From an optimization exercise on the open Yosys and OpenROAD flow, aimed at small area, a short achievable clock period and few clock cycles; shortcuts taken in it are not production practice. RTL that was checked went through simulation tests only; none was proved equivalent to the original.

Setup of rev 12:
// ntwrk_size_tracker
module ntwrk_size_tracker
#(
    parameter int NUM_CONNS  = 8,
    parameter int NUM_POINTS = 1000,
    parameter int SIZE_W     = $clog2(NUM_POINTS) + 1,
    parameter int TOP_K      = 3,
    parameter int PROD_W     = SIZE_W * TOP_K
) (
    input  logic              clk,
    input  logic              rst,
    input  logic              cmd_vld,
    output logic              cmd_rdy,
    input  ntwrk_size_pkg::ntwrk_size_cmd_t cmd,
    output logic              rsp_vld,
    input  logic              rsp_rdy,
    output logic [PROD_W-1:0] rsp_data,
    output logic              rsp_is_prod,
    output logic              busy,
    output logic              err
);
Size in the first run: roughly 2000 cells after synthesis, about 180 flip-flops.
clock: 10.0 ns
lec_check: 0
cap_margin: 20
core_margin: 2
core_utilization: 40
setup_slack_margin: 4.5
slew_margin: 20
run.sh (not shown) runs the stock make flow with config.mk's settings and CLKGATE_MAP_FILE= SYNTH_SCRIPT=/design/flow/synth_recipe.tcl, a recipe that flattens the netlist after the stock synthesis.
Rev 12: no failed stages, no open violations at the end
Testbench counts of rev 12, summed over its fixed seeds: cycles 6,298.
> inputs changed (rev 12 -> rev 13)
# rev 12
export LEC_CHECK = 0
export CAP_MARGIN = 20
export CORE_MARGIN = 2
export CORE_UTILIZATION = 40
export SETUP_SLACK_MARGIN = 4.5
export SLEW_MARGIN = 20
create_clock -name core_clock -period 10.0 [get_ports {clk}]
# rev 13
export LEC_CHECK = 0
export CAP_MARGIN = 0
export CORE_MARGIN = 2
export CORE_UTILIZATION = 40
export SETUP_SLACK_MARGIN = 4.5
export SLEW_MARGIN = 0
create_clock -name core_clock -period 10.0 [get_ports {clk}]
## What came out
Rev 13 ended with every stage complete and zero timing, DRC or antenna violations.
Comparing rev 13 against rev 12, there is no change at all in first-pass GRT wire length.
Diff rev 12 -> rev 13: area used by multi-input combinational logic roughly the same, sequential area share after synthesis roughly the same, non-clock buffer share of cell area roughly the same.

* * *

Setup of before:
Another version of the RTL of ntwrk_size_tracker (not shown whole).
Size in the first run: about 2000 cells after synthesis, roughly 190 flip-flops, roughly 0.017 mm² of cells after synthesis.
export LEC_CHECK = 0
export CAP_MARGIN = 20
export CORE_MARGIN = 2
export CORE_UTILIZATION = 40
export SETUP_SLACK_MARGIN = 4.5
export SLEW_MARGIN = 20
create_clock -name core_clock -period 10.0 [get_ports {clk}]
Input changes introduced in after (baseline for comparison: before):
--- a/flow/config.mk
+++ b/flow/config.mk
@@ -11 +11 @@
-export SETUP_SLACK_MARGIN = 4.5
+export SETUP_SLACK_MARGIN = 4
--- outcome ---
- Compared with before, in after final core utilization lost 3.0 points, detailed route wirelength on metal3 lost 22%, max-slew headroom at the worst pin lost 6.0 points, total of cells resized after clock tree synthesis lost about 60%.
- The run showing the greater routed wire length is before.
Function was not checked in any run of this note: the RTL went through the layout flow alone.

* * *

## wip/nickel
Another version of the RTL of ntwrk_size_tracker (not shown whole).
Size in the first run: roughly 190 flip-flops, roughly 53 I/O pins, ~16000 um2 of cells after synthesis.
make LEC_CHECK=0 CAP_MARGIN=20 CORE_MARGIN=2 CORE_UTILIZATION=70 SETUP_SLACK_MARGIN=3 SLEW_MARGIN=20 finish   # period 10.0 ns
Testbench counts of wip/nickel, summed over its fixed seeds: cycles 6,298.
Input-level comparison between wip/indigo and wip/nickel:
Settings: CORE_UTILIZATION changed from 70 to 40; SETUP_SLACK_MARGIN changed from 3 to 4.
Notes after the runs:
Looking at startpoint of the most critical setup path, the ebusy_q$_DFF_PP0_ result is from wip/nickel; the size_q[3][7]$_DFFE_PP0P_ one comes from wip/indigo. Per the comparison of wip/indigo with wip/nickel, post-route minimum period decreased 750 ps, cell area after placement rose about 2.7%, buffer count from post-CTS setup fixing climbed 58. Sort wip/nickel and wip/indigo by logic depth of the worst path, buffers included desc -> top: wip/indigo. The global-route usage in wip/indigo was lower than what wip/nickel gave. Relative area change from synthesis to final layout is lower on wip/nickel. In the flow results for wip/nickel and wip/indigo, the total of cells resized after clock tree synthesis is larger on wip/indigo.
> inputs changed (wip/indigo -> wip/ember)
Settings: SETUP_SLACK_MARGIN: 4 -> 3.5.
==> run notes <==
The lower proportion of cell area occupied by registers came out of wip/indigo.
Compared with wip/indigo, in wip/ember share of the clock period used by the worst path after layout saw an increase; clock-pin slew of the registers on the worst-case setup and hold paths held.
Relative to wip/ember, the following input files were edited for wip/quartz:
Settings: CORE_UTILIZATION: 40 -> 55; SETUP_SLACK_MARGIN: 3.5 -> 3.
wip/quartz vs wip/ember: number of setup buffers added after CTS down in wip/quartz. The final reports for wip/quartz and wip/ember show sequential cell area share higher in the former. Count of clock buffers in the final design: wip/quartz vs wip/ember down 1. As of wip/quartz, die area had fallen by more than a quarter compared to wip/ember. Core utilization: wip/quartz and wip/ember compared, higher one is wip/quartz. wip/quartz vs. wip/ember: share of final layout cell area taken by non-clock buffers went down by 0.95 points. Delta (wip/quartz minus wip/ember): share of the clock period used by the worst path after layout has increased, number of signal-net buffers in the layout has decreased, wire length has decreased.

* * *

## job 4769
Another version of the RTL of ntwrk_size_tracker (not shown whole).
Size: about 190 flip-flops, roughly 53 I/O pins, roughly 0.018 sq mm of cells after synthesis.
Design ntwrk_size_tracker, start of the top module:
module ntwrk_size_tracker
#(
    parameter int NUM_CONNS  = 8,
    parameter int NUM_POINTS = 1000,
    parameter int SIZE_W     = $clog2(NUM_POINTS) + 1,
    parameter int TOP_K      = 3,
    parameter int PROD_W     = SIZE_W * TOP_K
) (
    input  logic              clk,
    input  logic              rst,
    input  logic              cmd_vld,
    output logic              cmd_rdy,
    input  ntwrk_size_pkg::ntwrk_size_cmd_t cmd,
    output logic              rsp_vld,
    input  logic              rsp_rdy,
    output logic [PROD_W-1:0] rsp_data,
    output logic              rsp_is_prod,
    output logic              busy,
    output logic              err
);
==> flow/config.mk <==
export PLATFORM = sky130hd
export DESIGN_NAME = ntwrk_size_tracker
export DESIGN_NICKNAME = ntwrk_size_tracker
export VERILOG_FILES = /design/flow/design.v
export SDC_FILE = /design/flow/constraint.sdc
export NUM_CORES = 4
export LEC_CHECK = 0
export CAP_MARGIN = 20
export CORE_MARGIN = 2
export CORE_UTILIZATION = 40
export SETUP_SLACK_MARGIN = 5
export SLEW_MARGIN = 20
==> flow/constraint.sdc <==
create_clock -name core_clock -period 10.0 [get_ports {clk}]
set_input_delay 2.0000 -clock core_clock [delete_from_list [all_inputs] [get_ports {clk}]]
set_output_delay 2.0000 -clock core_clock [all_outputs]
set_load 0.01 [all_outputs]
Job 4769 completed; timing, DRC and antenna clean
Edits applied to the flow inputs when going from job 4769 to job 2247:
Settings: swapping 5 for 4.5 in SETUP_SLACK_MARGIN.
Notes after the runs:
Looking at the reports, job 2247 completed the entire flow and the layout it produced met the timing, DRC and antenna checks. On job 2247: shortest clock period the worst path allows after layout is 110 ps higher than what job 4769 gave. [compare] base=job 4769 new=job 2247: cell area after layout dropped 10%; total met3 wirelength after detailed routing dropped 3.1%; final period utilization climbed 1.1 points; utilization dropped 5.6 points. Going from job 4769 to job 2247, the via count was found to have gone down by about 4.5%. Against job 4769 as the reference, job 2247 delivers a higher global routing met3 resource utilization. Compared with job 4769, routed wire length in job 2247 decreased by a few percent. Job 2247 vs job 4769: worst hold margin up in job 2247.
No functional check of the RTL was part of any run of this note.

* * *

## v6
Another version of the RTL of ntwrk_size_tracker (not shown whole).
Size: roughly 190 flip-flops, roughly 17000 um2 of cells after synthesis.
Settings: LEC_CHECK=0, CAP_MARGIN=20, CORE_MARGIN=2, CORE_UTILIZATION=40, SETUP_SLACK_MARGIN=4, SLEW_MARGIN=20; clock period 10.0 ns.
Testbench counts of v6, summed over its fixed seeds: cycles 6,298.
diff inputs: v6 => v7
- a change of SETUP_SLACK_MARGIN from 4 to 4.5
Findings:
- Final instance area: v6 and v7 compared, lower one is v6
- Final-stage net count ends up lower on v6.
- Compared with v6, total number of vias in v7 increased slightly.

* * *

ntwrk_size_tracker, a different RTL version from the one above (not shown whole).
Size: roughly 2,000 cells after synthesis, roughly 190 flip-flops, roughly 0.017 mm^2 of cells after synthesis.
// ntwrk_size_tracker
module ntwrk_size_tracker
#(
    parameter int NUM_CONNS  = 8,
    parameter int NUM_POINTS = 1000,
    parameter int SIZE_W     = $clog2(NUM_POINTS) + 1,
    parameter int TOP_K      = 3,
    parameter int PROD_W     = SIZE_W * TOP_K
) (
    input  logic              clk,
    input  logic              rst,
    input  logic              cmd_vld,
    output logic              cmd_rdy,
    input  ntwrk_size_pkg::ntwrk_size_cmd_t cmd,
    output logic              rsp_vld,
    input  logic              rsp_rdy,
    output logic [PROD_W-1:0] rsp_data,
    output logic              rsp_is_prod,
    output logic              busy,
    output logic              err
);
Settings: LEC_CHECK=0, CAP_MARGIN=20, CORE_MARGIN=2, CORE_UTILIZATION=60, SETUP_SLACK_MARGIN=4.25, SLEW_MARGIN=20; clock period 10.0 ns.
The first run finished with timing, DRC and antenna clean.
Testbench counts at the start, summed over its fixed seeds: cycles 5,894.
Edit:
- CORE_UTILIZATION: 60 -> 40
- SETUP_SLACK_MARGIN: 4.25 -> 4.75
What happened:
- core utilization goes down by 19 points
- area after synthesis is unchanged
- sequential share of layout area fell by 2.2 points
Edit:
- CORE_UTILIZATION: 40 -> 60
- SETUP_SLACK_MARGIN: 4.75 -> 4.5
Area after synthesis stays the same.
Worst hold slack is worse by 4.4 ps.
Die area is lower by a quarter to a third.
Routed wire length falls by a few percent.
Global-route usage came out higher by 13 points.
Core utilization rose by 20 points.
Edit:
- SETUP_SLACK_MARGIN: 4.5 -> 4.75
Effect: The new run went through all stages and came out clean; sequential share of layout area goes down by 1.4 points; design area grows by 6.2%; critical path depth falls by 3; routed wire length rises by 3.7%.
Edit:
- CORE_UTILIZATION: 60 -> 40
- SETUP_SLACK_MARGIN: 4.75 -> 4.5
=> Clock-buffer cell count does not change; setup slack gains 57 ps; clock skew is lower by 5.6 ps; register-to-register slack gains 60 ps; die area is higher by about 50%; design area is lower by about 2.4%.
Edit:
- CTS_BUF_LIST: not set -> sky130_fd_sc_hd__clkbuf_8
Effect:
- wire length is lower by 0.78%
- final area is lower by 1.0%
- clock skew is higher by 10 ps
- synthesized area does not change
- via count is lower by 1.2%
- worst setup slack improved by 22 ps
- global-route usage is lower by 0.18 points
- flip-flop and latch count stays the same
- register-to-register slack improved by 20 ps
- synthesized cell count stays the same

* * *

Another version of the RTL of ntwrk_size_tracker (not shown whole).
For scale: about 180 flip-flops, roughly 53 I/O pins, about 16000 µm² of cells after synthesis.
Settings: LEC_CHECK=0, CAP_MARGIN=20, CORE_MARGIN=2, CORE_UTILIZATION=40, SLEW_MARGIN=20; clock period 10.0 ns.
Edit:
Settings changed: SETUP_SLACK_MARGIN set to 3.
Effect:
- worst setup slack is better by 1.5 ns
- cell count climbs slightly
- cell area climbs by a few percent
- sequential share of layout area drops by 0.65 points
- wire length climbs slightly
No run of this note included a check of the RTL's function; only the layout flow was run.

* * *

RTL: one of the versions met above, not the one the previous note started from.
For scale: about 2000 cells after synthesis.
Settings: LEC_CHECK=0, CAP_MARGIN=20, CORE_MARGIN=2, CORE_UTILIZATION=40, CTS_BUF_LIST=sky130_fd_sc_hd__clkbuf_4 sky130_fd_sc_hd__clkbuf_8, SETUP_SLACK_MARGIN=4.5, SLEW_MARGIN=20; clock period 10.0 ns.
Testbench counts at the start, summed over its fixed seeds: cycles 5,894.
Next try:
CTS_BUF_LIST = not set   (was sky130_fd_sc_hd__clkbuf_4 sky130_fd_sc_hd__clkbuf_8)
SETUP_SLACK_MARGIN = 4.25   (was 4.5)
Clock-buffer cell count does not change.

* * *

ntwrk_size_tracker, a different RTL version from the one above (not shown whole).
For scale: ~2100 cells after synthesis, about 180 flip-flops, about 53 I/O pins.
make LEC_CHECK=0 ABC_CLOCK_PERIOD_IN_PS=2500 CAP_MARGIN=20 CORE_MARGIN=2 CORE_UTILIZATION=40 SETUP_SLACK_MARGIN=5 SLEW_MARGIN=20 finish   # period 10.0 ns
The starting point ran to the end with no violations.
==> next run, changes <==
--- a/flow/config.mk
+++ b/flow/config.mk
@@ -6,5 +6,5 @@
 export NUM_CORES = 4
 export LEC_CHECK = 0
-export ABC_CLOCK_PERIOD_IN_PS = 2500
+export ABC_CLOCK_PERIOD_IN_PS = 4000
 export CAP_MARGIN = 20
 export CORE_MARGIN = 2
Core utilization does not change.
Non-clock buffer count does not change.
Clock-buffer cell count does not change.
Final area is unchanged.
Function was not checked in any run of this note: the RTL went through the layout flow alone.

## separate check: timing with driven ports
In the flow no input, the clock included, has a driving cell. The finished layouts below were timed again as built, in two steps.
Step 1 assumes that a clkbuf_16 drives the clock port and a buf_2 every other input.
Step 2, shift: input delay + t, output delay - t, t = (earliest + latest rising clock arrival at the registers) / 2. This alone moves slack from input paths to output paths.
a / b / c = ideal / step 1 / step 2; a / b = the first two.
run | t, ns | slack for setup (ns) | clock arrival spread, ns | worst register clock-pin slew, ns
rev 12 | 0.512 | 4.558 / 4.558 / 4.092 | 0.012 / 0.011 | 0.08 / 0.08
rev 13 | 0.512 | 4.558 / 4.558 / 4.096 | 0.012 / 0.011 | 0.08 / 0.08
before | 0.520 | 4.052 / 4.052 / 4.052 | 0.022 / 0.021 | 0.09 / 0.09
after | 0.524 | 3.998 / 3.998 / 3.756 | 0.022 / 0.023 | 0.09 / 0.09
wip/nickel | 0.507 | 2.846 / 2.846 / 2.660 | 0.013 / 0.014 | 0.09 / 0.09
wip/indigo | 0.561 | 3.600 / 3.600 / 3.600 | 0.015 / 0.015 | 0.08 / 0.08
wip/ember | 0.534 | 3.566 / 3.566 / 3.282 | 0.017 / 0.017 | 0.08 / 0.08
wip/quartz | 0.514 | 3.235 / 3.235 / 2.756 | 0.014 / 0.013 | 0.08 / 0.08
job 4769 | 0.562 | 4.379 / 4.379 / 4.159 | 0.016 / 0.016 | 0.09 / 0.09
job 2247 | 0.565 | 4.267 / 4.267 / 4.124 | 0.033 / 0.033 | 0.08 / 0.08
v6 | 0.524 | 4.160 / 4.190 / 3.666 | 0.009 / 0.010 | 0.08 / 0.08
v7 | 0.525 | 4.534 / 4.561 / 4.036 | 0.017 / 0.018 | 0.08 / 0.08
the first run of note 6 | 0.495 | 4.292 / 4.292 / 3.920 | 0.020 / 0.020 | 0.09 / 0.09
the second run of note 6 | 0.524 | 4.687 / 4.687 / 4.253 | 0.013 / 0.013 | 0.08 / 0.08
the third run of note 6 | 0.499 | 4.436 / 4.436 / 4.065 | 0.016 / 0.016 | 0.09 / 0.09
the fourth run of note 6 | 0.496 | 4.450 / 4.450 / 4.293 | 0.023 / 0.023 | 0.09 / 0.09
the fifth run of note 6 | 0.559 | 4.507 / 4.507 / 4.064 | 0.015 / 0.016 | 0.08 / 0.08
the sixth run of note 6 | 0.638 | 4.529 / 4.529 / 4.103 | 0.026 / 0.026 | 0.12 / 0.12
the first run of note 7 | 0.542 | 1.561 / 1.561 / 1.561 | 0.022 / 0.022 | 0.09 / 0.09
the second run of note 7 | 0.548 | 3.090 / 3.090 / 2.582 | 0.028 / 0.029 | 0.09 / 0.09
the first run of note 8 | 0.637 | 4.522 / 4.522 / 4.102 | 0.027 / 0.027 | 0.12 / 0.12
the second run of note 8 | 0.526 | 4.287 / 4.287 / 3.908 | 0.017 / 0.017 | 0.08 / 0.08
the first run of note 9 | 0.527 | 3.666 / 3.666 / 3.666 | 0.018 / 0.018 | 0.08 / 0.08
the second run of note 9 | 0.527 | 3.666 / 3.666 / 3.666 | 0.018 / 0.018 | 0.08 / 0.08
After both steps every run listed still meets setup and hold. The setup slack of the second run of note 7, which loses most, moves by 0.000 ns with the drivers and by -0.508 ns with both steps.
